From an optimization exercise on the open Yosys and OpenROAD flow, aimed at small area, a short achievable clock period and few clock cycles; shortcuts taken in it are not production practice. Function was checked by simulation only, so behaviour that the tests miss may differ from the original. Power and IR drop assume default switching activity.

[flow/design.v]
package dist_pkg;
    localparam int NUM_JOB_TYPES = 4;
    localparam int NUM_FTHREADS  = 4;
    localparam int JOB_TY_W      = 2;
    localparam int JOB_W      = 128;
    localparam int OPCODE_W   = 16;
    localparam int ADDR_W     = 58;
    localparam int OFFSET_W   = 32;
    localparam int CMD_W      = 8;
    localparam int PARAM_W    = 16;
    localparam int CMD_LINE_W = CMD_W + ADDR_W + ADDR_W + PARAM_W;
    localparam int LINE_RAW_W = CMD_W + PARAM_W + 2 * OFFSET_W;
    localparam int JOB_CMD_LSB    = 0;
    localparam int JOB_PARAM_LSB  = 8;
    localparam int JOB_RD_OFS_LSB = 32;
    localparam int JOB_WR_OFS_LSB = 64;
endpackage
import dist_pkg::*;
module dist_fsm (
    input  logic                                                      clk,
    input  logic                                                      rst_n,
    input  logic [dist_pkg::NUM_JOB_TYPES-1:0]                        job_queue_valid,
    input  logic [dist_pkg::NUM_JOB_TYPES-1:0][dist_pkg::NUM_FTHREADS-1:0] mapping,
    input  logic [dist_pkg::NUM_FTHREADS-1:0]                         busy,
    input  logic [dist_pkg::NUM_FTHREADS-1:0]                         busy_next,
    input  logic [dist_pkg::NUM_FTHREADS-1:0]                         fthread_done,
    input  logic [dist_pkg::NUM_FTHREADS-1:0]                         idle_next,
    output logic [dist_pkg::NUM_JOB_TYPES-1:0]                        job_queue_ready,
    output logic [dist_pkg::NUM_JOB_TYPES-1:0]                        grant,
    output logic [dist_pkg::NUM_JOB_TYPES-1:0]                        pick,
    output logic                                                      take,
    output logic [dist_pkg::NUM_FTHREADS-1:0]                         job_set
);
    localparam int NQ = NUM_JOB_TYPES;
    localparam int NF = NUM_FTHREADS;
    logic          held;
    logic [NF-1:0] held_map;
    logic [NQ-1:0][NQ-1:0] wins;
    logic [NF-1:0] grant_map;
    logic [NF-1:0] hand_avail;
    logic          hand;
    logic          take_now;
    logic [NF-1:0] take_done;
    always_comb begin
        hand_avail = held_map & idle_next;
        hand       = held & (|hand_avail);
        job_set    = hand ? (hand_avail & (~hand_avail + NF'(1))) : '0;
    end
    assign take = take_now | (|(take_done & fthread_done));
    logic [NQ-1:0]         desig;
    logic [NQ-1:0]         rdy_now;
    logic [NQ-1:0][NF-1:0] rdy_done;
    logic [NQ-1:0]         skip;
    always_comb begin
        for (int q = 0; q < NQ; q++) begin
            job_queue_ready[q] = rdy_now[q] | (|(rdy_done[q] & fthread_done));
        end
    end
    assign grant = job_queue_ready & job_queue_valid;
    assign pick  = desig;
    always_comb begin
        grant_map = '0;
        for (int q = 0; q < NQ; q++) begin
            grant_map = grant_map | (desig[q] ? mapping[q] : '0);
        end
    end
    logic          granted;
    logic [NF-1:0] desig_map;
    logic          desig_single;
    logic [NQ-1:0] skip_if_granted;
    logic [NQ-1:0] skip_if_kept;
    assign granted = |grant;
    always_comb begin
        desig_map    = grant_map;
        desig_single = (desig_map != '0) & ((desig_map & (desig_map - 1'b1)) == '0);
        for (int q = 0; q < NQ; q++) begin
            skip_if_granted[q] = desig_single & ((mapping[q] & ~desig_map) == '0);
        end
        skip_if_kept = skip;
    end
    logic                  held_n;
    logic [NF-1:0]         held_map_n;
    logic [NQ-1:0]         skip_n;
    logic [NQ-1:0][NQ-1:0] wins_n;
    logic [NQ-1:0]         want_n;
    logic [NQ-1:0]         pass_n;
    logic [NQ-1:0]         first_n;
    logic [NQ-1:0]         desig_n;
    logic                  take_now_n;
    logic [NF-1:0]         take_done_n;
    always_comb begin
        held_n     = rst_n & (granted | (held & ~hand));
        held_map_n = take ? grant_map : held_map;
        if (take) begin
            skip_n      = granted ? skip_if_granted : '0;
            take_now_n  = ~granted | (|(desig_map & ~job_set & idle_next));
            take_done_n = granted ? (desig_map & (job_set | (busy & ~fthread_done))) : '0;
        end else begin
            skip_n      = skip_if_kept;
            take_now_n  = 1'b0;
            take_done_n = held_map & busy & ~fthread_done;
        end
        if (!rst_n) begin
            skip_n      = '0;
            take_now_n  = 1'b1;
            take_done_n = '0;
        end
        wins_n = wins;
        for (int i = 0; i < NQ; i++) begin
            for (int j = 0; j < NQ; j++) begin
                if (!rst_n) begin
                    wins_n[i][j] = (i < j);
                end else if (grant[i]) begin
                    wins_n[i][j] = 1'b0;
                end else if (grant[j]) begin
                    wins_n[i][j] = 1'b1;
                end
            end
        end
        want_n  = {NQ{rst_n}} & job_queue_valid & ~skip_n;
        pass_n  = want_n & ~grant;
        for (int q = 0; q < NQ; q++) begin
            first_n[q] = pass_n[q] & ~(|(ahead[q] & pass_n));
        end
        desig_n = (pass_n != '0) ? first_n : want_n;
    end
    logic [NQ-1:0][NQ-1:0] ahead;
    always_comb begin
        for (int q = 0; q < NQ; q++) begin
            for (int p = 0; p < NQ; p++) begin
                if (p < q) begin
                    ahead[q][p] = wins[p][q];
                end else if (p > q) begin
                    ahead[q][p] = ~wins[q][p];
                end else begin
                    ahead[q][p] = 1'b0;
                end
            end
        end
    end
    always_ff @(posedge clk) begin
        held      <= held_n;
        held_map  <= held_map_n;
        skip      <= skip_n;
        take_now  <= take_now_n;
        take_done <= take_done_n;
        wins      <= wins_n;
        desig     <= desig_n;
        for (int q = 0; q < NQ; q++) begin
            rdy_now[q]  <= desig_n[q] & take_now_n;
            rdy_done[q] <= {NF{desig_n[q]}} & take_done_n;
        end
    end
endmodule
import dist_pkg::*;
module opcode_matrix (
    input  logic                                                      clk,
    input  logic [dist_pkg::NUM_FTHREADS-1:0][dist_pkg::OPCODE_W-1:0]  fthread_config,
    input  logic                                                      fthread_config_valid,
    input  logic [dist_pkg::NUM_JOB_TYPES-1:0][dist_pkg::OPCODE_W-1:0] job_config,
    input  logic                                                      job_config_valid,
    output logic [dist_pkg::NUM_JOB_TYPES-1:0][dist_pkg::NUM_FTHREADS-1:0] mapping
);
    logic [NUM_FTHREADS-1:0][OPCODE_W-1:0]  fthread_opcode;
    logic [NUM_JOB_TYPES-1:0][OPCODE_W-1:0] job_ring;
    logic [JOB_TY_W-1:0]                    job_slot0;
    always_ff @(posedge clk) begin
        if (fthread_config_valid) begin
            fthread_opcode <= fthread_config;
        end
    end
    always_ff @(posedge clk) begin
        if (job_config_valid) begin
            job_ring  <= job_config;
            job_slot0 <= '0;
        end else begin
            job_ring  <= {job_ring[0], job_ring[NUM_JOB_TYPES-1:1]};
            job_slot0 <= job_slot0 + 1'b1;
        end
    end
    always_ff @(posedge clk) begin
        for (int f = 0; f < NUM_FTHREADS; f++) begin
            mapping[job_slot0][f] <= (job_ring[0] == fthread_opcode[f]);
        end
    end
endmodule
import dist_pkg::*;
module fthread_tracker (
    input  logic                              clk,
    input  logic                              rst_n,
    input  logic [dist_pkg::NUM_FTHREADS-1:0] job_set,
    input  logic [dist_pkg::NUM_FTHREADS-1:0] fthread_done,
    output logic [dist_pkg::NUM_FTHREADS-1:0] busy,
    output logic [dist_pkg::NUM_FTHREADS-1:0] busy_next,
    output logic [dist_pkg::NUM_FTHREADS-1:0] idle_next
);
    assign busy_next = rst_n ? (job_set | (busy & ~fthread_done)) : '0;
    always_ff @(posedge clk) begin
        busy <= busy_next;
    end
    assign idle_next = ~busy | fthread_done;
endmodule
import dist_pkg::*;
module job_line_builder (
    input  logic                                                      clk,
    input  logic                                                      rst_n,
    input  logic [dist_pkg::ADDR_W-1:0]                               ws_base_addr,
    input  logic                                                      ws_base_addr_valid,
    input  logic [dist_pkg::NUM_JOB_TYPES-1:0][dist_pkg::JOB_W-1:0]   job_queue_data,
    input  logic [dist_pkg::NUM_JOB_TYPES-1:0]                        pick,
    input  logic                                                      take,
    input  logic [dist_pkg::NUM_FTHREADS-1:0]                         job_set,
    output logic [dist_pkg::NUM_FTHREADS-1:0][dist_pkg::CMD_LINE_W-1:0] fthread_job,
    output logic [dist_pkg::NUM_FTHREADS-1:0]                         fthread_job_valid
);
    localparam int HI_W  = ADDR_W - OFFSET_W;
    localparam int LINE_W = CMD_W + PARAM_W + 2 * OFFSET_W;
    logic [ADDR_W-1:0]     base_q;
    logic [HI_W-1:0]       hi_ones;
    logic [LINE_RAW_W-1:0] sel_raw;
    logic [OFFSET_W:0]     rd_sum;
    logic [OFFSET_W:0]     wr_sum;
    logic [LINE_W-1:0]     line_q;
    logic [ADDR_W-1:0]     rd_addr;
    logic [ADDR_W-1:0]     wr_addr;
    logic [CMD_LINE_W-1:0] job_line;
    always_ff @(posedge clk) begin
        if (ws_base_addr_valid) begin
            base_q <= ws_base_addr;
        end
    end
    logic [HI_W-1:0] hi_ones_d;
    always_comb begin
        hi_ones_d[0] = 1'b1;
        for (int i = 1; i < HI_W; i++) begin
            hi_ones_d[i] = hi_ones_d[i-1] & base_q[OFFSET_W + i - 1];
        end
    end
    logic [HI_W-1:1] hi_ones_q;
    always_ff @(posedge clk) begin
        hi_ones_q <= hi_ones_d[HI_W-1:1];
    end
    assign hi_ones = {hi_ones_q, 1'b1};
    always_comb begin
        sel_raw = '0;
        for (int q = 0; q < NUM_JOB_TYPES; q++) begin
            sel_raw = sel_raw | ({LINE_RAW_W{pick[q]}} &
                                 {job_queue_data[q][JOB_WR_OFS_LSB +: OFFSET_W],
                                  job_queue_data[q][JOB_RD_OFS_LSB +: OFFSET_W],
                                  job_queue_data[q][JOB_CMD_LSB +: CMD_W + PARAM_W]});
        end
    end
    localparam int LO_W = 16;
    localparam int MID_W = OFFSET_W - LO_W;
    localparam int CP_W = CMD_W + PARAM_W;
    logic [OFFSET_W-1:0] sel_rd_ofs, sel_wr_ofs;
    logic [LO_W:0]       sel_rd_lo, sel_wr_lo;
    logic [OFFSET_W:0]   held_rd, held_wr;
    logic [CP_W-1:0]     held_cp;
    logic [MID_W:0]      rd_mid, wr_mid;
    assign sel_rd_ofs = sel_raw[CP_W +: OFFSET_W];
    assign sel_wr_ofs = sel_raw[CP_W + OFFSET_W +: OFFSET_W];
    assign sel_rd_lo  = {1'b0, base_q[LO_W-1:0]} + {1'b0, sel_rd_ofs[LO_W-1:0]};
    assign sel_wr_lo  = {1'b0, base_q[LO_W-1:0]} + {1'b0, sel_wr_ofs[LO_W-1:0]};
    always_ff @(posedge clk) begin
        if (take) begin
            held_rd <= {sel_rd_ofs[OFFSET_W-1:LO_W], sel_rd_lo};
            held_wr <= {sel_wr_ofs[OFFSET_W-1:LO_W], sel_wr_lo};
            held_cp <= sel_raw[CP_W-1:0];
        end
    end
    assign rd_mid = {1'b0, base_q[OFFSET_W-1:LO_W]} + {1'b0, held_rd[OFFSET_W:LO_W+1]} + {{MID_W{1'b0}}, held_rd[LO_W]};
    assign wr_mid = {1'b0, base_q[OFFSET_W-1:LO_W]} + {1'b0, held_wr[OFFSET_W:LO_W+1]} + {{MID_W{1'b0}}, held_wr[LO_W]};
    assign rd_sum = {rd_mid, held_rd[LO_W-1:0]};
    assign wr_sum = {wr_mid, held_wr[LO_W-1:0]};
    localparam int NG = 4;
    function automatic int grp_lo(input int g);
        grp_lo = (g * HI_W + NG - 1) / NG;
    endfunction
    logic [NG-1:0] rd_flip, wr_flip;
    logic [NG-1:0] rd_flip_n, wr_flip_n;
    logic [HI_W-1:0] rd_flip_bit, wr_flip_bit;
    always_comb begin
        for (int g = 0; g < NG; g++) begin
            rd_flip_n[g] = rd_sum[OFFSET_W] & hi_ones[grp_lo(g)];
            wr_flip_n[g] = wr_sum[OFFSET_W] & hi_ones[grp_lo(g)];
        end
    end
    always_ff @(posedge clk) begin
        line_q  <= {wr_sum[OFFSET_W-1:0], rd_sum[OFFSET_W-1:0], held_cp};
        rd_flip <= rd_flip_n;
        wr_flip <= wr_flip_n;
    end
    always_ff @(posedge clk) begin
        if (!rst_n) begin
            fthread_job_valid <= '0;
        end else begin
            fthread_job_valid <= job_set;
        end
    end
    always_comb begin
        for (int i = 0; i < HI_W; i++) begin
            rd_flip_bit[i] = hi_ones[i];
            wr_flip_bit[i] = hi_ones[i];
            for (int g = 0; g < NG; g++) begin
                if (i >= grp_lo(g) && i < grp_lo(g + 1)) begin
                    rd_flip_bit[i] = rd_flip_bit[i] & rd_flip[g];
                    wr_flip_bit[i] = wr_flip_bit[i] & wr_flip[g];
                end
            end
        end
    end
    assign rd_addr = {base_q[ADDR_W-1:OFFSET_W] ^ rd_flip_bit, line_q[CP_W +: OFFSET_W]};
    assign wr_addr = {base_q[ADDR_W-1:OFFSET_W] ^ wr_flip_bit, line_q[CP_W + OFFSET_W +: OFFSET_W]};
    assign job_line = {line_q[CMD_W-1:0], rd_addr, wr_addr, line_q[CMD_W +: PARAM_W]};
    always_comb begin
        for (int f = 0; f < NUM_FTHREADS; f++) begin
            fthread_job[f] = job_line;
        end
    end
endmodule
import dist_pkg::*;
module job_distributor (
    input  logic                                             clk,
    input  logic                                             rst_n,
    input  logic [dist_pkg::NUM_FTHREADS*dist_pkg::OPCODE_W-1:0]  fthread_config,
    input  logic                                             fthread_config_valid,
    input  logic [dist_pkg::NUM_JOB_TYPES*dist_pkg::OPCODE_W-1:0] job_config,
    input  logic                                             job_config_valid,
    input  logic [dist_pkg::NUM_JOB_TYPES-1:0]               job_queue_valid,
    input  logic [dist_pkg::NUM_JOB_TYPES*dist_pkg::JOB_W-1:0]    job_queue_data,
    output logic [dist_pkg::NUM_JOB_TYPES-1:0]               job_queue_ready,
    input  logic [dist_pkg::ADDR_W-1:0]                      ws_base_addr,
    input  logic                                             ws_base_addr_valid,
    output logic [dist_pkg::NUM_FTHREADS*dist_pkg::CMD_LINE_W-1:0] fthread_job,
    output logic [dist_pkg::NUM_FTHREADS-1:0]                fthread_job_valid,
    input  logic [dist_pkg::NUM_FTHREADS-1:0]                fthread_done
);
    logic [NUM_JOB_TYPES-1:0][NUM_FTHREADS-1:0] mapping;
    logic [NUM_FTHREADS-1:0]  busy;
    logic [NUM_FTHREADS-1:0]  idle_next;
    logic [NUM_FTHREADS-1:0]  busy_next;
    logic [NUM_JOB_TYPES-1:0] grant;
    logic [NUM_JOB_TYPES-1:0] pick;
    logic [NUM_FTHREADS-1:0]  job_set;
    opcode_matrix opcode_matrix_inst (
        .clk, .fthread_config, .fthread_config_valid,
        .job_config, .job_config_valid, .mapping
    );
    fthread_tracker fthread_tracker_inst (
        .clk, .rst_n, .job_set, .fthread_done, .busy, .busy_next, .idle_next
    );
    logic take;
    dist_fsm dist_fsm_inst (
        .clk, .rst_n, .job_queue_valid, .mapping, .busy, .busy_next,
        .fthread_done, .idle_next,
        .job_queue_ready, .grant, .pick, .take, .job_set
    );
    job_line_builder job_line_builder_inst (
        .clk, .rst_n, .ws_base_addr, .ws_base_addr_valid, .job_queue_data,
        .pick, .take, .job_set, .fthread_job, .fthread_job_valid
    );
endmodule
[flow/constraint.sdc]
create_clock -name core_clock -period 5.0 [get_ports {clk}]
set_input_delay 1.0000 -clock core_clock [delete_from_list [all_inputs] [get_ports {clk}]]
set_output_delay 1.0000 -clock core_clock [all_outputs]
set_load 0.01 [all_outputs]
[flow/config.mk]
export PLATFORM = sky130hd
export DESIGN_NAME = job_distributor
export DESIGN_NICKNAME = job_distributor
export VERILOG_FILES = /design/flow/design.v
export SDC_FILE = /design/flow/constraint.sdc
export NUM_CORES = 4
export LEC_CHECK = 0
export CAP_MARGIN = 20
export CORE_AREA = 2 2 278 278
export DIE_AREA = 0 0 280 280
export PLACE_DENSITY = 0.6
export SETUP_SLACK_MARGIN = 2.2
export SLEW_MARGIN = 20
[flow/flow/run.sh]
#!/bin/bash
# Standard ORFS layout; the only change is the cell buffer_ports uses on the
# ports (the smallest plain buffer instead of the default delay buffer).
set -euo pipefail
export BUFFER_PORTS_ARGS="-buffer_cell sky130_fd_sc_hd__buf_1"
export PLACE_PINS_ARGS="-min_distance 1 -min_distance_in_tracks"
bash standard.sh > standard_flow.log 2>&1
[flow/standard.sh]
#!/bin/bash
# synth_recipe.tcl (not shown) runs the flow's synth.tcl, then flattens the netlist and writes it again
# the make line also repeats each setting of config.mk as NAME=value (left out here)
make -C /OpenROAD-flow-scripts/flow DESIGN_CONFIG=/design/flow/config.mk WORK_HOME=/design/flow/orfs CLKGATE_MAP_FILE= SYNTH_SCRIPT=/design/flow/synth_recipe.tcl "${@:-finish}"
==> impl_metrics.tcl, run 1 <==
set metrics [dict create \
    nets 3701 \
    start_util_pct 30.89 \
    design_area_um2 29360 \
    drt-total-wl_um 93720 \
    vias_per_cell 5.024 \
    hold_buffers 0 \
    clockBufferDepth 3 \
    p_sw_share_pct 39.84 \
    io_buffers 1118 \
    cts-root-buf "clkbuf_16" \
    via_count 19950 \
    path_clk_slew_ps 60 \
    path_class "in2out" \
    area_growth_pct 25.56 \
    fin_crit_sh_pct 57.52 \
    tightest_slew_ps 967.5 \
    wl_per_cell_um 23.60 \
    fin_worst_skew_ps 21.48 \
    synth-edff-count 216 \
    seqPwrFrac_pct 35.7 \
    yosys_warnings 4 \
    placed_cell_area_um2 25590 \
    hold_class "reg2reg" \
    finalSetupViolations 0 \
    boundaryPins 1279 \
    fillers 7398 \
    synthArstFlopShare_pct 0 \
    die-area_um2 78400 \
    status "timing/DRC/antenna clean" \
    cts_tree "built" \
    hold_viol_final 0 \
    cts_made_buffers 54 \
    die-width_um 280 \
    peakVddDrop_mv 0.3922 \
    core_area_um2 75700 \
    drive_above_1_share_pct 14.75 \
    fin_setup_tns_ps 0 \
    slew_violations 0 \
    grt_pass1_vias 17890 \
    grt_max_degree 59 \
    antenna_found_initial 54 \
    grt_overflow_total 0 \
    final.setup.worst_slack_ps 2124 \
    drtIter0Drc 1562 \
    postRouteAntennaNets 0 \
    combPwrFrac_pct 40.2 \
    first_pass_iters 8 \
    internal_power_w 0.01031 \
    synth_area_um2 23380 \
    fmax_ghz 0.3477 \
    crit_path_max_fanout 6 \
    required_ps 4000 \
    ys_seq_elements 467 \
    total_power_w 0.01714 \
    powerDensity_nw_per_um2 583.9 \
    clk_latency_ps 620 \
    grt_pass1_wl_um 125100 \
    ys_seq_area_share_pct 49.23 \
    syn_area_per_cell_um2 10.83 \
    core.rowCount 101 \
    fin_crit_ps 2876 \
    relSlewSlack_pct 35.50 \
    gp_congestion 0.9192 \
    die_h_um 280 \
    maxCapViolCount 0 \
    startpoint_type "primary input" \
    p_switching_w 0.006829 \
    dpl.hpwl_um 71260 \
    h-tree-depth 2 \
    syn-num-nets 2941 \
    drc 0 \
    cts.sinks 467 \
    rsz0062_at_grt "true" \
    leakage_nw 10.87 \
    ys.flop_type "dfxtp_1" \
    clock_power_share_pct 24.1 \
    yosysUniqueCellTypes 73 \
    critPathArrivalTime_ps 1880 \
    netlist_instances 2158 \
    grt_usage_pct 22.15 \
    dp_slack_ps 983.5 \
    end_kind "output port" \
]
[routing by layer]
layer	share of wire (%)	track usage (%)	wire [um]	vias up
li1	-	-	-	8879
met1	38	25.92	35150	9383
met2	46	36.52	43430	1330
met3	10	6.787	9409	315
met4	5.8	11.44	5455	42
met5	0.30	0	282	-
[flip-flops by register name, indices dropped and copies added, names as in the netlist]
| name | cells |
|---|---|
| dist_fsm_inst.held_map | 4 |
| job_line_builder_inst.hi_ones_q | 25 |
| job_line_builder_inst.line_q | 88 |
| job_line_builder_inst.wr_flip | 4 |
| opcode_matrix_inst.job_ring | 64 |
| job_line_builder_inst.held_cp | 24 |
| dist_fsm_inst.take_now | 1 |
| dist_fsm_inst.rdy_done | 16 |
| opcode_matrix_inst.mapping | 16 |
| opcode_matrix_inst.fthread_opcode | 64 |
| dist_fsm_inst.wins | 6 |
| job_line_builder_inst.fthread_job_valid | 4 |
| dist_fsm_inst.skip | 4 |
| job_line_builder_inst.held_rd | 33 |
| job_line_builder_inst.base_q | 58 |
| opcode_matrix_inst.job_slot0 | 2 |
| job_line_builder_inst.rd_flip | 4 |
| fthread_tracker_inst.busy | 4 |
| dist_fsm_inst.take_done | 4 |
| job_line_builder_inst.held_wr | 33 |
| dist_fsm_inst.desig | 4 |
| dist_fsm_inst.rdy_now | 4 |
| dist_fsm_inst.held | 1 |
[metrics by stage]
stage	hold slack (ps)	utilization (%)	instances
after floorplan	323.3	-	2158
after global placement	323.6	33.81	3767
after detailed placement	326.9	33.81	3767
after CTS	335.4	37.90	3922
after global routing	340.5	38.73	3955
final	331.8	38.78	3971
[kinds of logic (layout without fill, tap and decap cells)]
family,Yosys count,count (layout),synth area share (%)
xor gates and xnor gates,164,164,6.143
other,0,30,0
buffers and inverters,551,1354,15.80
muxes,65,65,3.131
adders and majority gates,72,72,4.046
DFF,467,467,49.23
AOI/OAI and AO/OA,411,413,12.94
and+or+nand+nor,428,428,8.701
[power by group through the flow]
stage	clock network (W)	logic [W]	registers, W
final	0.00413	0.00689	0.00613
after global routing	0.00437	0.00742	0.00622
after CTS	0.00421	0.00653	0.00610
after detailed placement	0	0.00583	0.00631
after global placement	0	0.00580	0.00628
after floorplan	0	0.00525	0.00596
[Yosys cell counts (all sizes together) (39+ instances only)]
library cell,instances,share of area (%)
edfxtp,216,28
dfxtp,251,21
xnor2,87,3.3
xor2,77,2.9
mux2,65,3.1
inv,52,0.83
buf,451,14
nand3,39,0.83
nor2,64,1.1
ha,66,3.5
clkbuf,48,0.77
nand2,182,2.9
a22oi,188,6.0
[path summary, 6_finish.rpt]
kind                                             to  slack [ps]                              from  cells past startpoint
setup reg to reg  job_line_builder_inst.held_rd[14]        2170            dist_fsm_inst.desig[0]                     12
setup / recovery                 job_queue_ready[3]        2120                   fthread_done[0]                      6
hold reg to reg     job_line_builder_inst.line_q[5]         330  job_line_builder_inst.held_cp[5]                      0
hold / removal      job_line_builder_inst.line_q[5]         330  job_line_builder_inst.held_cp[5]                      0
[repair_timing]
item / in CTS / in global routing
resized for setup: 115 / 92
cloned: 2 / 0
hold endpoints to repair: 0 / 0
setup endpoints to repair: 240 / 181
setup buffers: 52 / 19
pin swaps: 29 / 55
[layout by cell type, fill, tap and decap left out, drive strengths merged, types with 5 or more instances in the layout]
master / count
a211oi: 16
a21o: 8
a21oi: 37
a222oi: 5
a22oi: 188
a31o: 8
a31oi: 8
and2: 22
and3: 29
and4: 5
buf: 1198
clkbuf: 77
clkinv: 11
dfxtp: 251
diode: 30
edfxtp: 216
fa: 6
ha: 66
inv: 62
mux2: 65
nand2: 182
nand2b: 6
nand3: 39
nand4: 10
nor2: 64
nor2b: 9
nor3: 26
nor4: 19
o211a: 7
o211ai: 8
o21a: 14
o21ai: 37
o22ai: 33
o31ai: 5
xnor2: 87
xor2: 77
[critical path, stage by stage]
cell	delay, ps
buf_8	110
a222oi_1	320
buf_4	180
buf_6	100
nand2_4	40
buf_6	130
[layout make-up]
cell class | instances | area (um2) | share of cell area, %
flip-flops and latches | 467 | 11530 | 39.29
well taps | 978 | 1224 | 4.168
inverters | 52 | 198.9 | 0.6776
clock buffers | 74 | 1615 | 5.502
repair buffers | 1201 | 5081 | 17.31
clock inverters | 27 | 267.8 | 0.9120
multi-input cells | 1142 | 9361 | 31.89
diodes | 30 | 75.07 | 0.2557
Testbench counts, summed over its fixed seeds: cycles 11,858.
==> run 2, diff against run 1 <==
--- a/flow/config.mk
+++ b/flow/config.mk
@@ -7,6 +7,8 @@
 export LEC_CHECK = 0
 export CAP_MARGIN = 20
 export CORE_AREA = 2 2 278 278
+export CTS_CLUSTER_DIAMETER = 100
+export CTS_CLUSTER_SIZE = 30
 export DIE_AREA = 0 0 280 280
 export PLACE_DENSITY = 0.6
 export SETUP_SLACK_MARGIN = 2.2
==> run 2 against run 1 <==
Against the previous run: clock skew up 15 ps; fmax up 0.79%; via count down 0.81%; first-iteration DRC count up 9.8%; non-clock buffer count up 1; critical endpoint is now dist_fsm_inst.desig[0]; utilization down 1.1 points; final cell count down 1.5%; largest cell class unchanged; highest routed layer unchanged; critical path type is now reg2reg; clock-buffer cell count down 40; synthesized area unchanged; final area down 2.9%.
==> impl_metrics.tcl, run 2 <==
set metrics [dict create \
    status "timing/DRC/antenna clean" \
    whs_ps 325.9 \
    clk_latency_ps 610 \
    yosysUniqueCellTypes 73 \
    crit_cells 10 \
    ys_seq_elements 467 \
    final_cell_mix "1,099 x buf_1, 239 x dfxtp_1, 216 x edfxtp_1, 175 x nand2_1, 174 x a22oi_1" \
    r2r_end "dist_fsm_inst.desig[0]" \
    critPathArrivalTime_ps 3360 \
    cts_made_buffers 26 \
    maxCapViolCount 0 \
    largest_register_ff_count 88 \
    boundaryPins 1279 \
    path_cells "buf_6, buf_12, a22oi_1, a211oi_1, o211ai_1, a31o_4, o211a_1, or3_1, buf_4, o21ai_0" \
    yosys_warnings 4 \
    clockBufferDepth 3 \
    p_sw_share_pct 42.27 \
    fin_worst_skew_ps 36.66 \
    area_growth_pct 21.95 \
    r2r_slack_ps 2150 \
    grt_pass1_wl_um 124100 \
    fin_crit_ps 2853 \
    netlist.area_leader.share_pct 27.74 \
    wl_per_cell_um 23.79 \
    peakVddDrop_mv 0.3719 \
    vias_per_cell 5.061 \
    nets 3674 \
    reg_top3 "job_line_builder_inst.line_q: 88 flops, opcode_matrix_inst.fthread_opcode: 64 flops, opcode_matrix_inst.job_ring: 64 flops" \
    path_class "reg2reg" \
    core.rowCount 101 \
    p_switching_w 0.006597 \
    internal_power_w 0.009011 \
    synth_area_leaders "edfxtp_1 28%, dfxtp_1 21%, buf_4 13%, a22oi_1 6.0%, ha_1 3.5%" \
    clock_power_share_pct 17.1 \
    drtIter0Drc 1715 \
    cts-root-buf "clkbuf_16" \
    r2r_cells 10 \
    ys.flop_type "dfxtp_1" \
    synth_top_area_cell "edfxtp_1" \
    finalSetupViolations 0 \
    drt-total-wl_um 93030 \
    grt_overflow_total 0 \
    slew_violations 0 \
    rsz0062_at_grt "true" \
    final_common_cell "buf_1" \
    rr_startpoint "dist_fsm_inst.desig[3]" \
    die-area_um2 78400 \
    ys_seq_area_share_pct 49.23 \
    synthArstFlopShare_pct 0 \
    tightest_slew_ps 975.8 \
    seqPwrFrac_pct 39.1 \
    first_pass_iters 7 \
    start_util_pct 30.89 \
    io_buffers 1118 \
    yosys-top-cells-count "420 x buf_4, 251 x dfxtp_1, 216 x edfxtp_1" \
    combPwrFrac_pct 43.7 \
    netlist_instances 2158 \
    fmax_ghz 0.3505 \
    synth_area_um2 23380 \
    synth-edff-count 216 \
    powerDensity_nw_per_um2 547.4 \
    cp_top_family "compound AO/OA/AOI/OAI gates" \
    fin_crit_sh_pct 57.07 \
    dpl.hpwl_um 71260 \
    synth_most_common_cell "buf_4" \
    drive_above_1_share_pct 13.12 \
    path_clk_slew_ps 110 \
    die-width_um 280 \
    relSlewSlack_pct 34.95 \
    leakage_nw 10.45 \
    cpPeakStageDelay_ps 400 \
    antenna_found_initial 48 \
    slowest_stage "dfxtp_4" \
    syn_area_per_cell_um2 10.83 \
    regMostFlops "job_line_builder_inst.line_q" \
    grt_pass1_vias 17520 \
    gp_congestion 0.9192 \
    crit_start "dist_fsm_inst.desig[3]" \
    fin_setup_tns_ps 0 \
    postRouteAntennaNets 0 \
    via_count 19790 \
    cts.sinks 467 \
    end_kind "flop" \
    die_h_um 280 \
    h-tree-depth 1 \
    required_ps 5500 \
    drc 0 \
    core_area_um2 75700 \
    startpoint_type "flop" \
    cts_tree "built" \
    grt_max_degree 59 \
    syn-num-nets 2941 \
    worst-path-buf-inv 3 \
    hold_viol_final 0 \
    hold_class "reg2reg" \
    crit_path_max_fanout 24 \
    crit_path_end "dist_fsm_inst.desig[0]" \
    grt_usage_pct 21.87 \
]
## run 2: cell families (layout without fill, tap and decap cells)
family                   after synthesis  after routing  synth area share (%)
XOR/XNOR                             164            164                 6.143
other                                  0             21                     0
AO/OA/AOI/OAI                        411            413                 12.94
flip-flops                           467            467                 49.23
AND/OR/NAND/NOR                      428            428                 8.701
buffers and inverters                551           1302                 15.80
adder cells (fa/ha/maj)               72             72                 4.046
multiplexers                          65             65                 3.131
## run 2: what timing repair did
| item | CTS | global route |
|---|---|---|
| hold buffers | 0 | 0 |
| setup endpoints to repair | 252 | 211 |
| buffers inserted | 44 | 28 |
| resized for setup | 114 | 98 |
| cloned | 1 | 1 |
| pin swaps | 23 | 44 |
## run 2: final cells by class
cell class | count | area, um2
repair buffers | 1202 | 5130
clock buffers | 34 | 723.2
multi-input cells | 1142 | 9393
fillers | 7463 | 47180
flip-flops and latches | 467 | 11540
well taps | 978 | 1224
inverters | 52 | 198.9
diodes | 21 | 52.55
clock inverters | 14 | 254.0
## run 2: per-stage QoR
stage	utilization, %	total power [W]	cell area [um2]	setup slack [ps]	std cells
2_1_floorplan	-	0.01121	23570	1028	2158
3_3_place_gp	33.81	0.01208	25590	1034	3767
3_5_place_dp	33.81	0.01214	25590	983.5	3767
4_1_cts	36.63	0.01532	27730	2078	3860
5_1_grt	37.63	0.01646	28490	2069	3899
6_report	37.67	0.01561	28510	2147	3910
## run 2: worst min path at each step
stage	slack, ps	depth (start not counted)	endpoint	start
after floorplan	320	0	job_line_builder_inst.line_q[0]	job_line_builder_inst.held_cp[0]
after global placement	320	0	job_line_builder_inst.line_q[10]	job_line_builder_inst.held_cp[10]
after detailed placement	330	0	job_line_builder_inst.line_q[16]	job_line_builder_inst.held_cp[16]
after CTS	330	0	job_line_builder_inst.line_q[39]	job_line_builder_inst.held_rd[15]
after global routing	320	0	job_line_builder_inst.line_q[39]	job_line_builder_inst.held_rd[15]
final	330	0	job_line_builder_inst.line_q[39]	job_line_builder_inst.held_rd[15]
## run 2: power groups by stage
| stage | Clock (W) | Combinational [W] | Sequential (W) |
|---|---|---|---|
| after global routing | 0.00288 | 0.00737 | 0.00620 |
| final | 0.00267 | 0.00683 | 0.00611 |
| after CTS | 0.00276 | 0.00648 | 0.00609 |
| after global placement | 0 | 0.00580 | 0.00628 |
| after floorplan | 0 | 0.00525 | 0.00596 |
| after detailed placement | 0 | 0.00583 | 0.00631 |
## run 2: per-layer routing
layer | vias to the layer above | track usage (%) | wire (um)
li1 | 8787 | - | -
met4 | 36 | 10.68 | 5546
met2 | 1397 | 36.11 | 43030
met5 | - | 0 | 269
met3 | 302 | 6.478 | 8981
met1 | 9265 | 25.91 | 35210
==> run 3, diff against run 2 <==
--- a/flow/config.mk
+++ b/flow/config.mk
@@ -11,5 +11,5 @@
 export CTS_CLUSTER_SIZE = 30
 export DIE_AREA = 0 0 280 280
 export PLACE_DENSITY = 0.6
-export SETUP_SLACK_MARGIN = 2.2
+export SETUP_SLACK_MARGIN = 1.8
 export SLEW_MARGIN = 20
==> run 3 against run 2 <==
Against the previous run: clock-buffer cell count is 3 lower; sequential share of layout area increased by 2.5 points; first-iteration DRC count down 11%; sequential power about the same; final area down 5.9%; power down 5.1%; hold slack better by 1.1 ps; utilization decreased by 2.2 points; global-route usage decreased by 2.0 points; non-clock buffer count fell by 48; combinational power is 9.1% lower; die area stayed put; largest cell class unchanged; critical endpoint is now job_queue_ready[2].
==> impl_metrics.tcl, run 3 <==
set metrics [dict create \
    leakage_nw 9.746 \
    whs_ps 327.0 \
    crit_path_end "job_queue_ready[2]" \
    path_clk_slew_ps 100 \
    synth_area_leaders "edfxtp_1 28%, dfxtp_1 21%, buf_4 13%, a22oi_1 6.0%, ha_1 3.5%" \
    powerDensity_nw_per_um2 552.5 \
    slowest_stage "a222oi_1" \
    crit_cells 4 \
    ys.flop_type "dfxtp_1" \
    drtIter0Drc 1526 \
    netlist.area_leader.share_pct 27.74 \
    synthArstFlopShare_pct 0 \
    synth_fa_ha_area_share_pct 4.046 \
    fin_worst_skew_ps 34.52 \
    critPathArrivalTime_ps 2110 \
    h-tree-depth 1 \
    synthSimpleGateAreaFrac_pct 8.701 \
    path_class "in2out" \
    antenna_found_initial 51 \
    io_buffers 1118 \
    grt_pass1_vias 16870 \
    fmax_ghz 0.3212 \
    r2r_cells 11 \
    yosys-top-cells-count "420 x buf_4, 251 x dfxtp_1, 216 x edfxtp_1" \
    clock_power_share_pct 16.8 \
    core_area_um2 75700 \
    r2r_end "job_line_builder_inst.held_wr[13]" \
    wl_per_cell_um 22.14 \
    nets 3624 \
    synth_top_family_by_area "buffers and inverters" \
    rsz0062_at_grt "true" \
    tightest_slew_ps 1032 \
    grt_usage_pct 19.89 \
    boundaryPins 1279 \
    yosysUniqueCellTypes 73 \
    r2r_slack_ps 1930 \
    hold_class "reg2reg" \
    grt_pass1_wl_um 114400 \
    synth_compound_area_share_pct 12.94 \
    grt_overflow_total 0 \
    area_growth_pct 14.72 \
    fin_setup_tns_ps 0 \
    p_sw_share_pct 42.41 \
    largest_register_ff_count 88 \
    netlist_instances 2158 \
    p_switching_w 0.006284 \
    ys_seq_area_share_pct 49.23 \
    start_util_pct 30.89 \
    synth_most_common_cell "buf_4" \
    path_cells "buf_1, a222oi_1, nand2_1, buf_1" \
    worst-path-buf-inv 2 \
    regMostFlops "job_line_builder_inst.line_q" \
    combPwrFrac_pct 41.9 \
    synthMuxAreaShare_pct 3.131 \
    status "timing/DRC/antenna clean" \
    via_count 18980 \
    synth_area_um2 23380 \
    fin_crit_sh_pct 62.26 \
    synth_top_area_cell "edfxtp_1" \
    gp_congestion 0.9055 \
    finalSetupViolations 0 \
    crit_path_max_fanout 7 \
    cts-root-buf "clkbuf_16" \
    yosys_warnings 4 \
    synth-edff-count 216 \
    cts.sinks 467 \
    clockBufferDepth 3 \
    required_ps 4000 \
    startpoint_type "primary input" \
    vias_per_cell 4.919 \
    grt_max_degree 59 \
    synth_xor_area_share_pct 6.143 \
    core.rowCount 101 \
    dpl.hpwl_um 66870 \
    drc 0 \
    maxCapViolCount 0 \
    die-area_um2 78400 \
    drt-total-wl_um 85430 \
    slew_violations 0 \
    syn-num-nets 2941 \
    cpPeakStageDelay_ps 520 \
    crit_top_cell "buf_1" \
    cts_tree "built" \
    internal_power_w 0.008534 \
    clk_latency_ps 600 \
    ys_seq_elements 467 \
    fillers 7658 \
    postRouteAntennaNets 0 \
    fin_crit_ps 3113 \
    syn_area_per_cell_um2 10.83 \
    cp_top_family "compound AO/OA/AOI/OAI gates" \
    cts_made_buffers 25 \
    hold_viol_final 0 \
    die-width_um 280 \
    first_pass_iters 7 \
    peakVddDrop_mv 0.3762 \
    drive_above_1_share_pct 6.751 \
    seqPwrFrac_pct 41.3 \
    final_cell_mix "1,115 x buf_1, 247 x dfxtp_1, 216 x edfxtp_1, 185 x a22oi_1, 182 x nand2_1" \
    crit_start "fthread_done[0]" \
    relSlewSlack_pct 31.22 \
    die_h_um 280 \
    rr_startpoint "dist_fsm_inst.desig[3]" \
    reg_top3 "job_line_builder_inst.line_q: 88 flops, opcode_matrix_inst.fthread_opcode: 64 flops, opcode_matrix_inst.job_ring: 64 flops" \
    end_kind "output port" \
    final_common_cell "buf_1" \
]
run 3: per-layer routing:
| metal | track usage [%] | routed length [um] | vias up | share of wire (%) |
|---|---|---|---|---|
| met2 | 32.37 | 39730 | 1248 | 47 |
| met5 | 0 | 221 | - | 0.26 |
| li1 | - | - | 8678 | - |
| met1 | 22.98 | 31990 | 8719 | 37 |
| met4 | 11.45 | 4866 | 32 | 5.7 |
| met3 | 6.379 | 8618 | 299 | 10 |
run 3: worst min path at each step:
stage	startpoint	end	slack, ps	cells after the start
floorplan	job_line_builder_inst.held_cp[0]	job_line_builder_inst.line_q[0]	320	0
global placement	job_line_builder_inst.held_cp[20]	job_line_builder_inst.line_q[20]	320	0
detailed placement	job_line_builder_inst.held_cp[22]	job_line_builder_inst.line_q[22]	330	0
CTS	job_line_builder_inst.held_rd[13]	job_line_builder_inst.line_q[37]	330	0
global route	job_line_builder_inst.held_rd[13]	job_line_builder_inst.line_q[37]	350	0
finish	job_line_builder_inst.held_rd[13]	job_line_builder_inst.line_q[37]	330	0
run 3: power groups by stage:
stage	logic (W)	clock network [W]	registers (W)
finish	0.00621	0.00249	0.00612
global route	0.00678	0.00269	0.00622
CTS	0.00593	0.00258	0.00617
detailed placement	0.00571	0	0.00633
global placement	0.00569	0	0.00631
floorplan	0.00516	0	0.00596
run 3: kinds of logic after synthesis:
group	after synthesis
mux	65
buf+inv	551
fa+ha+maj	72
compound gates	411
xor+xnor	164
flops	467
simple gates	428
run 3: through the flow:
stage / util [%] / worst slack, ps / power, W / area [um2] / instances
final: 35.43 / 1887 / 0.01482 / 26820 / 3858
after global placement: 33.60 / 913.3 / 0.01200 / 25440 / 3766
after CTS: 34.97 / 1814 / 0.01468 / 26470 / 3819
after floorplan: - / 1028 / 0.01112 / 23410 / 2158
after detailed placement: 33.60 / 951.4 / 0.01205 / 25440 / 3766
after global routing: 35.41 / 1737 / 0.01569 / 26810 / 3852
run 3: what timing repair did:
action | 4_1_cts | 5_1_grt
gates resized for setup | 9 | 17
hold buffers | 0 | 0
setup buffers | 8 | 17
gates cloned | 0 | 1
hold endpoints to repair | 0 | 0
setup endpoints to repair | 37 | 44
pin swaps | 3 | 9
run 3: cell type report:
| type | instances | area (um2) | area share (%) |
|---|---|---|---|
| Multi-Input combinational cell | 1141 | 8342 | 31.10 |
| Inverter | 52 | 198.9 | 0.7417 |
| Sequential cell | 467 | 11530 | 42.97 |
| Antenna cell | 21 | 52.55 | 0.1959 |
| Clock buffer | 31 | 648.1 | 2.416 |
| Clock inverter | 14 | 227.7 | 0.8490 |
| Tap cell | 978 | 1224 | 4.562 |
| Timing Repair Buffer | 1154 | 4603 | 17.16 |
==> run 4, diff against run 3 <==
--- a/flow/config.mk
+++ b/flow/config.mk
@@ -7,9 +7,10 @@
 export LEC_CHECK = 0
 export CAP_MARGIN = 20
 export CORE_AREA = 2 2 278 278
-export CTS_CLUSTER_DIAMETER = 100
-export CTS_CLUSTER_SIZE = 30
+export CTS_CLUSTER_DIAMETER = 80
+export CTS_CLUSTER_SIZE = 24
 export DIE_AREA = 0 0 280 280
 export PLACE_DENSITY = 0.6
-export SETUP_SLACK_MARGIN = 1.8
+export SETUP_SLACK_MARGIN = 2.2
 export SLEW_MARGIN = 20
+export TNS_END_PERCENT = 5
==> run 4 against run 3 <==
Against the previous run: first-iteration DRC count up 7.3%; synthesized area unchanged; critical path depth up 1; fmax up 6.4%; register-to-register slack better by 200 ps; wire length up 6.9%; clock power up 13%; die area unchanged; sequential power about the same; largest power group unchanged; highest routed layer unchanged.
==> impl_metrics.tcl, run 4 <==
set metrics [dict create \
    via_count 19510 \
    synth_area_um2 23380 \
    crit_path_max_fanout 5 \
    end_kind "output port" \
    grt_pass1_wl_um 120300 \
    cp_top_family "buffers and inverters" \
    fmax_ghz 0.3418 \
    leakage_nw 10.41 \
    die_h_um 280 \
    maxCapViolCount 0 \
    cts-root-buf "clkbuf_16" \
    grt_max_degree 49 \
    path_clk_slew_ps 100 \
    startpoint_type "primary input" \
    yosys_warnings 4 \
    dp.cells 3765 \
    nets 3683 \
    fin_crit_sh_pct 58.52 \
    required_ps 4000 \
    area_growth_pct 21.08 \
    die-area_um2 78400 \
    synthArstFlopShare_pct 0 \
    final_common_cell "buf_1" \
    first_pass_iters 12 \
    synth-edff-count 216 \
    synth_top_area_cell "edfxtp_1" \
    yosys-top-cells-count "420 x buf_4, 251 x dfxtp_1, 216 x edfxtp_1" \
    critPathArrivalTime_ps 1930 \
    crit_start "fthread_done[0]" \
    gp_congestion 0.9091 \
    rsz0062_at_grt "true" \
    final_cell_mix "1,107 x buf_1, 246 x dfxtp_1, 216 x edfxtp_1, 178 x nand2_1, 173 x a22oi_1" \
    synth_area_leaders "edfxtp_1 28%, dfxtp_1 21%, buf_4 13%, a22oi_1 6.0%, ha_1 3.5%" \
    cts_tree "built" \
    slowest_stage "a222oi_1" \
    ys_seq_elements 467 \
    status "timing/DRC/antenna clean" \
    total_power_w 0.01580 \
    cts_made_buffers 31 \
    syn_area_per_cell_um2 10.83 \
    ys.flop_type "dfxtp_1" \
    core_area_um2 75700 \
    finalNonFillerCells 3930 \
    clockBufferDepth 3 \
    finalSetupViolations 0 \
    clk_latency_ps 620 \
    worst-path-buf-inv 3 \
    drive_above_1_share_pct 12.31 \
    netlist_instances 2158 \
    grt_usage_pct 21.26 \
    rr_startpoint "dist_fsm_inst.desig[2]" \
    grt_pass1_vias 17290 \
    yosysUniqueCellTypes 73 \
    placed_cell_area_um2 25410 \
    powerDensity_nw_per_um2 558.2 \
    io_buffers 1118 \
    design_area_um2 28310 \
    fin_setup_tns_ps 0 \
    hp-start "job_line_builder_inst.held_rd[15]" \
    peakVddDrop_mv 0.2919 \
    relSlewSlack_pct 46.28 \
    path_class "in2out" \
    path_cells "buf_12, a222oi_1, buf_4, nand2_1, buf_1" \
    hold_buffers 0 \
    antenna_found_initial 56 \
    core.rowCount 101 \
    dpl.hpwl_um 70030 \
    boundaryPins 1279 \
    start_util_pct 30.89 \
    slew_violations 0 \
    ys_seq_area_share_pct 49.23 \
    die-width_um 280 \
    postRouteAntennaNets 0 \
    syn-num-nets 2941 \
    fin_worst_skew_ps 31.56 \
    vias_per_cell 4.965 \
    netlist.area_leader.share_pct 27.74 \
    fillers 7506 \
    regMostFlops "job_line_builder_inst.line_q" \
    h-tree-depth 1 \
    cts.sinks 467 \
    fin_crit_ps 2926 \
    reg_top3 "job_line_builder_inst.line_q: 88 flops, opcode_matrix_inst.fthread_opcode: 64 flops, opcode_matrix_inst.job_ring: 64 flops" \
    whs_ps 316.5 \
    drc 0 \
    synth_most_common_cell "buf_4" \
    hold_class "reg2reg" \
    cpPeakStageDelay_ps 350 \
    largest_register_ff_count 88 \
    drt-total-wl_um 91290 \
    hold_viol_final 0 \
    grt_overflow_total 0 \
    wl_per_cell_um 23.23 \
    drtIter0Drc 1638 \
    tightest_slew_ps 805.7 \
]
## run 4: cell types whose count changed in the layout (fill, tap and decap cells not counted), sizes merged, moves of 2 or more
cell    previous run  this run
diode             21        28
buf             1152      1200
a31o               7         9
clkbuf            33        44
## run 4: layer usage
metal  vias to the layer above  global-route usage [%]  part of all wire, %
met5                         -                       0                 0.30
met4                        42                   12.85                  6.7
met3                       308                   7.053                   10
met2                      1316                   34.66                   46
met1                      9035                   24.13                   37
li1                       8811                       -                    -
## run 4: area by class of cell
cell class | instances | area (um2) | area share, %
Antenna cell | 28 | 70.07 | 0.2475
Clock inverter | 17 | 239.0 | 0.8442
Clock buffer | 40 | 850.8 | 3.005
Tap cell | 978 | 1224 | 4.322
Multi-Input combinational cell | 1143 | 9039 | 31.93
Timing Repair Buffer | 1205 | 5161 | 18.23
Sequential cell | 467 | 11530 | 40.72
Inverter | 52 | 198.9 | 0.7027
## run 4: timing repair
action                                  4_1_cts  5_1_grt
gates resized for setup                      74      118
setup buffers                                38       37
endpoints found under the setup margin      203      239
gates cloned                                  2        3
pin swaps                                    27       44
## run 4: final timing paths
path | cells after the start | slack [ps] | end
setup / recovery | 5 | 2070 | job_queue_ready[1]
hold / removal | 0 | 320 | job_line_builder_inst.line_q[39]
setup reg to reg | 11 | 2130 | job_line_builder_inst.held_wr[16]
hold reg to reg | 0 | 320 | job_line_builder_inst.line_q[39]
## run 4: stage by stage
stage | worst slack (ps) | utilization [%]
floorplan | 1025 | -
global placement | 1019 | 33.57
detailed placement | 956.1 | 33.57
CTS | 2076 | 36.08
global route | 2050 | 37.38
finish | 2074 | 37.40
## run 4: kinds of logic (layout without fill, tap and decap cells)
kind of cell,after synthesis,in the layout,synth area share [%]
other cells,0,28,0
simple gates,428,428,8.701
mux,65,65,3.131
buf+inv,551,1314,15.80
fa+ha+maj,72,72,4.046
xor+xnor,164,164,6.143
flops,467,467,49.23
compound gates,411,414,12.94
## run 4: power breakdown
group / total (W) / switching [W] / internal [W] / leakage (nW)
clock network: 0.00282 / 0.00152 / 0.00130 / 0.528
registers: 0.00613 / 0.000908 / 0.00522 / 4.28
logic: 0.00686 / 0.00420 / 0.00266 / 5.61
==> run 5, diff against run 4 <==
--- a/flow/config.mk
+++ b/flow/config.mk
@@ -11,6 +11,6 @@
 export CTS_CLUSTER_SIZE = 24
 export DIE_AREA = 0 0 280 280
 export PLACE_DENSITY = 0.6
-export SETUP_SLACK_MARGIN = 2.2
+export SETUP_SLACK_MARGIN = 2.6
 export SLEW_MARGIN = 20
 export TNS_END_PERCENT = 5
==> run 5 against run 4 <==
Against the previous run: synthesized area did not move; global-route usage rose by 0.21 points; utilization fell by 0.34 points; critical endpoint is now job_queue_ready[2]; sequential share of layout area rose by 0.38 points; first-iteration DRC count fell by 7.0%; clock skew rose by 12 ps.
==> impl_metrics.tcl, run 5 <==
set metrics [dict create \
    yosys_warnings 4 \
    synthArstFlopShare_pct 0 \
    drt-total-wl_um 91010 \
    core_area_um2 75700 \
    drtIter0Drc 1523 \
    io_buffers 1118 \
    whs_ps 325.1 \
    grt_pass1_wl_um 121500 \
    grt_usage_pct 21.47 \
    core.rowCount 101 \
    grt_pass1_vias 17350 \
    fmax_ghz 0.3396 \
    start_util_pct 30.89 \
    crit_path_end "job_queue_ready[2]" \
    design_area_um2 28060 \
    die_h_um 280 \
    grt_max_degree 49 \
    path_cells "buf_2, a222oi_1, buf_4, nand2_1, buf_1" \
    hold_viol_final 0 \
    first_pass_iters 8 \
    synth_top_area_cell "edfxtp_1" \
    fin_worst_skew_ps 43.29 \
    cts-root-buf "clkbuf_16" \
    die-width_um 280 \
    relSlewSlack_pct 31.32 \
    internal_power_w 0.009175 \
    largest_register_ff_count 88 \
    hold_class "reg2reg" \
    required_ps 4000 \
    gp_congestion 0.8914 \
    rsz0062_at_grt "true" \
    reg_top3 "job_line_builder_inst.line_q: 88 flops, opcode_matrix_inst.fthread_opcode: 64 flops, opcode_matrix_inst.job_ring: 64 flops" \
    nets 3659 \
    finalSetupViolations 0 \
    vias_per_cell 4.967 \
    p_switching_w 0.006632 \
    fin_crit_sh_pct 58.89 \
    ys_seq_area_share_pct 49.23 \
    cts.sinks 467 \
    seqPwrFrac_pct 38.7 \
    synth_most_common_cell "buf_4" \
    slew_violations 0 \
    die-area_um2 78400 \
    syn_area_per_cell_um2 10.83 \
    path_clk_slew_ps 100 \
    slowest_stage "a222oi_1" \
    powerDensity_nw_per_um2 563.4 \
    cp_top_family "buffers and inverters" \
    grt_overflow_total 0 \
    final_cell_mix "1,106 x buf_1, 246 x dfxtp_1, 216 x edfxtp_1, 181 x a22oi_1, 178 x nand2_1" \
    final_common_cell "buf_1" \
    netlist.area_leader.share_pct 27.74 \
    yosysUniqueCellTypes 73 \
    area_growth_pct 19.99 \
    leakage_nw 10.30 \
    startpoint_type "primary input" \
    h-tree-depth 1 \
    p_sw_share_pct 41.96 \
    cts_made_buffers 31 \
    placed_cell_area_um2 25410 \
    r2r_cells 11 \
    crit_start "fthread_done[0]" \
    peakVddDrop_mv 0.4049 \
    synth-edff-count 216 \
    tightest_slew_ps 1030 \
    regMostFlops "job_line_builder_inst.line_q" \
    antenna_found_initial 61 \
    cpPeakStageDelay_ps 350 \
    drc 0 \
    end_kind "output port" \
    clk_latency_ps 640 \
    synth_area_leaders "edfxtp_1 28%, dfxtp_1 21%, buf_4 13%, a22oi_1 6.0%, ha_1 3.5%" \
    path_class "in2out" \
    crit_cells 5 \
    fin_crit_ps 2944 \
    r2r_end "job_line_builder_inst.held_rd[16]" \
    clock_power_share_pct 18.3 \
    synth_area_um2 23380 \
    wl_per_cell_um 23.23 \
    ys.flop_type "dfxtp_1" \
    drive_above_1_share_pct 11.41 \
    combPwrFrac_pct 43.0 \
    netlist_instances 2158 \
    fin_setup_tns_ps 0 \
    cts_tree "built" \
    yosys-top-cells-count "420 x buf_4, 251 x dfxtp_1, 216 x edfxtp_1" \
    via_count 19450 \
    rr_startpoint "dist_fsm_inst.desig[2]" \
    maxCapViolCount 0 \
    ys_seq_elements 467 \
    worst-path-buf-inv 3 \
    status "timing/DRC/antenna clean" \
    postRouteAntennaNets 0 \
    dpl.hpwl_um 70940 \
    crit_path_max_fanout 7 \
    syn-num-nets 2941 \
    hp-start "job_line_builder_inst.held_rd[0]" \
    critPathArrivalTime_ps 1940 \
    r2r_slack_ps 2120 \
    clockBufferDepth 3 \
    boundaryPins 1279 \
]
-- run 5: cell counts after synthesis --
No cell type changed its count.
-- run 5: per-stage QoR --
step / total power (W) / worst slack, ps / utilization [%] / instances
after floorplan: 0.01111 / 1025 / - / 2158
final: 0.01581 / 2056 / 37.06 / 3917
after CTS: 0.01556 / 2123 / 36.40 / 3872
after global placement: 0.01206 / 1012 / 33.57 / 3765
after global routing: 0.01668 / 1987 / 37.03 / 3906
after detailed placement: 0.01212 / 997.7 / 33.57 / 3765
-- run 5: power groups by stage --
stage | Combinational [W] | Sequential [W] | Clock [W]
3_3_place_gp | 0.00573 | 0.00634 | 0
6_report | 0.00680 | 0.00612 | 0.00289
5_1_grt | 0.00736 | 0.00622 | 0.00310
4_1_cts | 0.00648 | 0.00611 | 0.00298
3_5_place_dp | 0.00576 | 0.00636 | 0
2_1_floorplan | 0.00516 | 0.00596 | 0
-- run 5: how the worst min path moves through the flow --
stage | end | cells after the start
finish | job_line_builder_inst.line_q[24] | 0
global route | job_line_builder_inst.line_q[24] | 0
CTS | job_line_builder_inst.line_q[56] | 0
detailed placement | job_line_builder_inst.line_q[0] | 0
global placement | job_line_builder_inst.line_q[18] | 0
floorplan | job_line_builder_inst.line_q[0] | 0
-- run 5: cell type report --
class	count	area [um2]
clock buffer	39	847.1
antenna	38	95.09
fill	7536	47640
clock inverter	19	289.0
inverter	52	198.9
timing repair buffer	1183	4872
sequential	467	11530
tap	978	1224
multi-input combinational	1141	9000
-- run 5: cell families after synthesis --
family / share of synthesized area, %
AOI/OAI and AO/OA: 12.94
xor gates and xnor gates: 6.143
adders and majority gates: 4.046
muxes: 3.131
DFF: 49.23
buffers and inverters: 15.80
and+or+nand+nor: 8.701
-- run 5: timing repair --
item                                    in CTS  in global routing
endpoints found under the setup margin     306                307
hold buffers                                 0                  0
gates resized for setup                     93                 68
pin swaps                                   33                 35
setup buffers                               47                  7
cloned                                       2                  0
-- run 5: per-layer routing --
metal,GRT usage (%),part of all wire (%),up-vias
met4,13.97,6.1,34
met1,24.46,36,9058
li1,-,-,8775
met2,34.79,47,1282
met3,6.645,9.9,305
met5,0,0.26,-
==> run 6, diff against run 5 <==
--- a/flow/config.mk
+++ b/flow/config.mk
@@ -11,6 +11,6 @@
 export CTS_CLUSTER_SIZE = 24
 export DIE_AREA = 0 0 280 280
 export PLACE_DENSITY = 0.6
-export SETUP_SLACK_MARGIN = 2.6
+export SETUP_SLACK_MARGIN = 2.4
 export SLEW_MARGIN = 20
 export TNS_END_PERCENT = 5
==> run 6 against run 5 <==
Against the previous run: still clean on timing, DRC and antenna; fmax is 1.4% higher; wire length is 0.11% lower; clock power fell by 6.9%; hold slack improved by 14 ps; clock skew decreased by 18 ps; synthesized cell count is the same; final area hardly changed; sequential cell count stayed put; critical endpoint is now job_queue_ready[3]; largest cell class unchanged; highest routed layer unchanged.
==> impl_metrics.tcl, run 6 <==
set metrics [dict create \
    synth_area_um2 23380 \
    yosysUniqueCellTypes 73 \
    fin_crit_ps 2903 \
    internal_power_w 0.009055 \
    clock_power_share_pct 17.3 \
    startpoint_type "primary input" \
    p_switching_w 0.006491 \
    die-area_um2 78400 \
    final_cell_mix "1,103 x buf_1, 245 x dfxtp_1, 216 x edfxtp_1, 183 x a22oi_1, 179 x nand2_1" \
    grt_usage_pct 21.49 \
    die_h_um 280 \
    multi_input_area_um2 8954 \
    synth_area_leaders "edfxtp_1 28%, dfxtp_1 21%, buf_4 13%, a22oi_1 6.0%, ha_1 3.5%" \
    synth_most_common_cell "buf_4" \
    die-width_um 280 \
    drt-total-wl_um 90910 \
    end_kind "output port" \
    grt_overflow_total 0 \
    tightest_slew_ps 1010 \
    core_area_um2 75700 \
    yosys_warnings 4 \
    drive_above_1_share_pct 11.38 \
    cts_tree "built" \
    fin_util_pct 37.07 \
    finalSetupViolations 0 \
    seqPwrFrac_pct 39.5 \
    path_clk_slew_ps 90 \
    required_ps 4000 \
    seqCellArea_um2 11530 \
    fin_worst_skew_ps 24.92 \
    slew_violations 0 \
    relSlewSlack_pct 32.69 \
    wl_per_cell_um 23.18 \
    netlist.area_leader.share_pct 27.74 \
    cts.sinks 467 \
    final_common_cell "buf_1" \
    dpl.hpwl_um 70730 \
    clk_latency_ps 610 \
    ys.flop_type "dfxtp_1" \
    drtIter0Drc 1495 \
    p_sw_share_pct 41.75 \
    powerDensity_nw_per_um2 554.0 \
    h-tree-depth 1 \
    combPwrFrac_pct 43.2 \
    regMostFlops "job_line_builder_inst.line_q" \
    syn_area_per_cell_um2 10.83 \
    cts_made_buffers 29 \
    fin_setup_tns_ps 0 \
    leakage_nw 10.31 \
    synth_fa_ha_area_share_pct 4.046 \
    largest_register_ff_count 88 \
    core.rowCount 101 \
    cts-root-buf "clkbuf_16" \
    synth_xor_area_share_pct 6.143 \
    ys_seq_elements 467 \
    clockBufferDepth 3 \
    fillers 7590 \
    final.setup.worst_slack_ps 2097 \
    grt_pass1_vias 17510 \
    synth_compound_area_share_pct 12.94 \
    yosys-top-cells-count "420 x buf_4, 251 x dfxtp_1, 216 x edfxtp_1" \
    maxCapViolCount 0 \
    io_buffers 1118 \
    status "timing/DRC/antenna clean" \
    area_growth_pct 20.00 \
    gp_congestion 0.9588 \
    peakVddDrop_mv 0.2665 \
    crit_path_max_fanout 6 \
    postRouteAntennaNets 0 \
    dp_slack_ps 795.6 \
    drc 0 \
    ys_seq_area_share_pct 49.23 \
    reg_top3 "job_line_builder_inst.line_q: 88 flops, opcode_matrix_inst.fthread_opcode: 64 flops, opcode_matrix_inst.job_ring: 64 flops" \
    synth_top_area_cell "edfxtp_1" \
    via_count 19400 \
    antenna_found_initial 63 \
    synth_top_family_by_area "buffers and inverters" \
    nets 3670 \
    fmax_ghz 0.3445 \
    synth-edff-count 216 \
    syn-num-nets 2941 \
    hold_buffers 0 \
    synthMuxAreaShare_pct 3.131 \
    netlist_instances 2158 \
    boundaryPins 1279 \
    grt_max_degree 48 \
    start_util_pct 30.89 \
    path_class "in2out" \
    synthArstFlopShare_pct 0 \
    hold_class "reg2reg" \
    first_pass_iters 7 \
    vias_per_cell 4.948 \
    critPathArrivalTime_ps 1900 \
    hold_viol_final 0 \
    fin_crit_sh_pct 58.05 \
    synthSimpleGateAreaFrac_pct 8.701 \
    rsz0062_at_grt "true" \
    grt_pass1_wl_um 121700 \
]
[run 6: cell types whose count changed in the layout (fill, tap and decap cells not counted), moves of 4 or more]
cell     delta
a21oi_2     -4
buf_12      +6
buf_4       +6
diode_2     -4
ha_1        +6
ha_4        -4
o21ai_0     -8
o21ai_1     +8
[run 6: routing by layer]
metal	share of wire (%)	routed length (um)	vias up	GRT usage, %
li1	-	-	8802	-
met1	36	33040	9054	24.15
met2	47	42290	1203	35.22
met3	10	9297	290	7.320
met4	6.5	5928	52	12.93
met5	0.39	353	-	0
[run 6: final timing paths]
check                                   start                           endpoint  slack, ps  cells after the start
max                           fthread_done[0]                 job_queue_ready[3]       2100                      6
min          job_line_builder_inst.held_wr[9]   job_line_builder_inst.line_q[65]        340                      0
max reg2reg            dist_fsm_inst.desig[2]  job_line_builder_inst.held_wr[16]       2190                     11
min reg2reg  job_line_builder_inst.held_wr[9]   job_line_builder_inst.line_q[65]        340                      0
[run 6: cell type report]
type / instances / area share (%)
Antenna cell: 34 / 0.3032
Tap cell: 978 / 4.361
Clock buffer: 41 / 3.046
Timing Repair Buffer: 1194 / 17.93
Clock inverter: 12 / 0.6332
Inverter: 52 / 0.7090
Multi-Input combinational cell: 1143 / 31.91
Sequential cell: 467 / 41.11
[run 6: critical path: stages]
cell      delay [ps]
buf_12           110
a222oi_1         330
buf_4            190
buf_6            100
nand2_4           40
buf_6            130
[run 6: logic make-up after synthesis]
| family | after synthesis |
|---|---|
| adders and majority gates | 72 |
| DFF | 467 |
| AOI/OAI and AO/OA | 411 |
| xor gates and xnor gates | 164 |
| buffers and inverters | 551 |
| muxes | 65 |
| and+or+nand+nor | 428 |
[run 6: power groups by stage]
stage / Clock, W / Sequential [W] / Combinational [W]
after floorplan: 0 / 0.00596 / 0.00516
after global placement: 0 / 0.00633 / 0.00572
after detailed placement: 0 / 0.00635 / 0.00575
after CTS: 0.00279 / 0.00612 / 0.00653
after global routing: 0.00292 / 0.00623 / 0.00728
final: 0.00269 / 0.00614 / 0.00672
[run 6: repair_timing]
item                                    in CTS  in global routing
setup buffers                               55                  7
cloned                                       5                  0
pin swaps                                   47                 17
endpoints found under the setup margin     325                319
resized for setup                          130                 53
[run 6: through the flow]
step | power [W] | std cells | hold WS (ps) | area (um2)
6_report | 0.01555 | 3921 | 339.6 | 28060
5_1_grt | 0.01644 | 3912 | 339.7 | 28040
4_1_cts | 0.01544 | 3880 | 342.8 | 27690
3_5_place_dp | 0.01210 | 3767 | 326.9 | 25410
3_3_place_gp | 0.01205 | 3767 | 323.6 | 25410
2_1_floorplan | 0.01111 | 2158 | 323.3 | 23380
==> run 7, diff against run 6 <==
--- a/flow/design.v
+++ b/flow/design.v
@@ -92,11 +92,11 @@
         held_n     = rst_n & (granted | (held & ~hand));
         held_map_n = take ? grant_map : held_map;
         if (take) begin
-            skip_n      = granted ? skip_if_granted : '0;
+            skip_n      = '0;
             take_now_n  = ~granted | (|(desig_map & ~job_set & idle_next));
             take_done_n = granted ? (desig_map & (job_set | (busy & ~fthread_done))) : '0;
         end else begin
-            skip_n      = skip_if_kept;
+            skip_n      = '0;
             take_now_n  = 1'b0;
             take_done_n = held_map & busy & ~fthread_done;
         end
--- a/flow/config.mk
+++ b/flow/config.mk
@@ -13,4 +13,4 @@
 export PLACE_DENSITY = 0.6
 export SETUP_SLACK_MARGIN = 2.4
 export SLEW_MARGIN = 20
-export TNS_END_PERCENT = 5
+export TNS_END_PERCENT = 0
==> run 7 against run 6 <==
Against the previous run: hold slack gained 2.0 ps; combinational power shrank 33%; fmax shrank 3.8%; highest routed layer unchanged; utilization shrank 2.2 points.
==> impl_metrics.tcl, run 7 <==
set metrics [dict create \
    fillers 7687 \
    yosys-top-cells-count "420 x buf_4, 247 x dfxtp_1, 216 x edfxtp_1" \
    powerDensity_nw_per_um2 499.2 \
    yosysUniqueCellTypes 63 \
    die-area_um2 78400 \
    final_common_cell "buf_1" \
    ys_seq_elements 463 \
    hp-start "job_line_builder_inst.held_wr[5]" \
    fin_crit_ps 3018 \
    grt_max_degree 65 \
    total_power_w 0.01319 \
    fin_worst_skew_ps 38.84 \
    synth_area_leaders "edfxtp_1 29%, dfxtp_1 22%, buf_4 14%, a22oi_1 6.2%, xnor2_1 4.0%" \
    drtIter0Drc 1198 \
    final_cell_mix "1,110 x buf_1, 243 x dfxtp_1, 216 x edfxtp_1, 189 x nand2_1, 186 x a22oi_1" \
    r2r_slack_ps 1980 \
    startpoint_type "flop" \
    cts.sinks 463 \
    fin_setup_tns_ps 0 \
    slew_violations 0 \
    cts_made_buffers 34 \
    wl_per_cell_um 22.68 \
    crit_path_max_fanout 8 \
    cts-root-buf "clkbuf_16" \
    netlist_instances 2053 \
    drive_above_1_share_pct 8.291 \
    drc 0 \
    relSlewSlack_pct 34.10 \
    synth_top_area_cell "edfxtp_1" \
    grt_pass1_wl_um 114200 \
    maxCapViolCount 0 \
    leakage_nw 9.656 \
    start_util_pct 29.74 \
    rsz0062_at_grt "true" \
    gp_congestion 0.9113 \
    postRouteAntennaNets 0 \
    synth-edff-count 216 \
    min_path_cells 0 \
    vias_per_cell 4.744 \
    grt_usage_pct 20.39 \
    reg_top3 "job_line_builder_inst.line_q: 88 flops, opcode_matrix_inst.fthread_opcode: 64 flops, opcode_matrix_inst.job_ring: 64 flops" \
    syn_area_per_cell_um2 10.97 \
    boundaryPins 1279 \
    end_kind "flop" \
    clk_latency_ps 570 \
    grt_overflow_total 0 \
    hold_buffers 0 \
    path_class "reg2reg" \
    hold_path_end "job_line_builder_inst.line_q[61]" \
    peakVddDrop_mv 0.2664 \
    yosys_warnings 4 \
    largest_register_ff_count 88 \
    status "timing/DRC/antenna clean" \
    ys.flop_type "dfxtp_1" \
    synthArstFlopShare_pct 0 \
    tightest_slew_ps 988.5 \
    core_area_um2 75700 \
    core.rowCount 101 \
    via_count 17960 \
    fmax_ghz 0.3313 \
    hold_viol_final 0 \
    hold_class "reg2reg" \
    h-tree-depth 2 \
    synth_area_um2 22520 \
    first_pass_iters 5 \
    area_growth_pct 17.38 \
    ys_seq_area_share_pct 50.77 \
    drt-total-wl_um 85870 \
    dpl.hpwl_um 68460 \
    regMostFlops "job_line_builder_inst.line_q" \
    finalSetupViolations 0 \
]
==> run 7: worst max-delay path by stage <==
stage	startpoint	endpoint	slack, ps	cells past startpoint
3_3_place_gp	job_queue_data[32]	job_line_builder_inst.held_rd[16]	1210	12
6_report	dist_fsm_inst.desig[0]	job_line_builder_inst.held_rd[12]	1980	11
2_1_floorplan	fthread_done[0]	dist_fsm_inst.rdy_done[0]	1410	6
5_1_grt	dist_fsm_inst.desig[0]	job_line_builder_inst.held_rd[12]	1930	11
3_5_place_dp	job_queue_data[65]	job_line_builder_inst.held_wr[15]	1190	11
4_1_cts	fthread_done[0]	job_queue_ready[2]	2050	5
==> run 7: layer usage <==
metal | up-vias | global-route usage (%) | routed length [um]
met5 | - | 0 | 283
met1 | 8245 | 22.90 | 31750
met3 | 271 | 7.378 | 9021
li1 | 8230 | - | -
met2 | 1172 | 32.39 | 39150
met4 | 42 | 13.84 | 5665
==> run 7: report_power, final <==
group | total (W) | internal [W] | switching [W]
registers | 0.00571 | 0.00494 | 0.000764
logic | 0.00449 | 0.00164 | 0.00285
clock network | 0.00300 | 0.00146 | 0.00154
total | 0.0132 | 0.00805 | 0.00515
==> run 7: per-stage QoR <==
stage	instances	cell area, um2	setup slack [ps]	hold WS (ps)
after global placement	3670	24610	1212	323.3
after detailed placement	3670	24610	1192	326.9
final	3786	26430	1982	341.6
after floorplan	2053	22520	1412	323.3
after CTS	3745	26180	2052	341.3
after global routing	3774	26400	1931	342.5
==> run 7: final cells by class <==
class	count	area, um2	share of cell area, %
flip-flops and latches	463	11450	43.31
multi-input cells	1046	7721	29.22
repair buffers	1147	4528	17.13
well taps	978	1224	4.630
clock buffers	44	952.2	3.603
clock inverters	18	257.7	0.9753
inverters	56	214.0	0.8096
diodes	34	85.08	0.3219
==> run 7: critical path: stages (launching register included) <==
cell	delay (ps)
dfxtp_4	420
buf_4	200
a22oi_1	220
nand2_1	120
ha_2	390
nand3_1	80
o211ai_1	350
nor4_2	100
o41a_1	460
buf_4	160
o21bai_1	150
xor2_1	200
==> run 7: cells by family (layout without fill, tap and decap cells) <==
logic type / Yosys count / count (layout) / share of synthesized area, %
AOI/OAI and AO/OA: 358 / 358 / 11.20
xor gates and xnor gates: 168 / 168 / 6.535
adders and majority gates: 72 / 72 / 4.201
other: 0 / 34 / 0
muxes: 65 / 65 / 3.251
and+or+nand+nor: 383 / 383 / 7.936
DFF: 463 / 463 / 50.77
buffers and inverters: 544 / 1265 / 16.10
==> run 7: timing repair <==
action / in CTS / in global routing
pin swaps: 9 / 10
buffers inserted: 13 / 7
setup endpoints to repair: 262 / 280
resized for setup: 47 / 24
Testbench counts of run 7, summed over its fixed seeds: cycles 11,639.

Setup slack of run 7, layout unchanged: 1.982 ns with ideal ports, 1.982 ns with driving cells assumed (clock clkbuf_16, inputs buf_2), 1.438 ns with port delays also shifted by the 0.613 ns mid clock arrival.
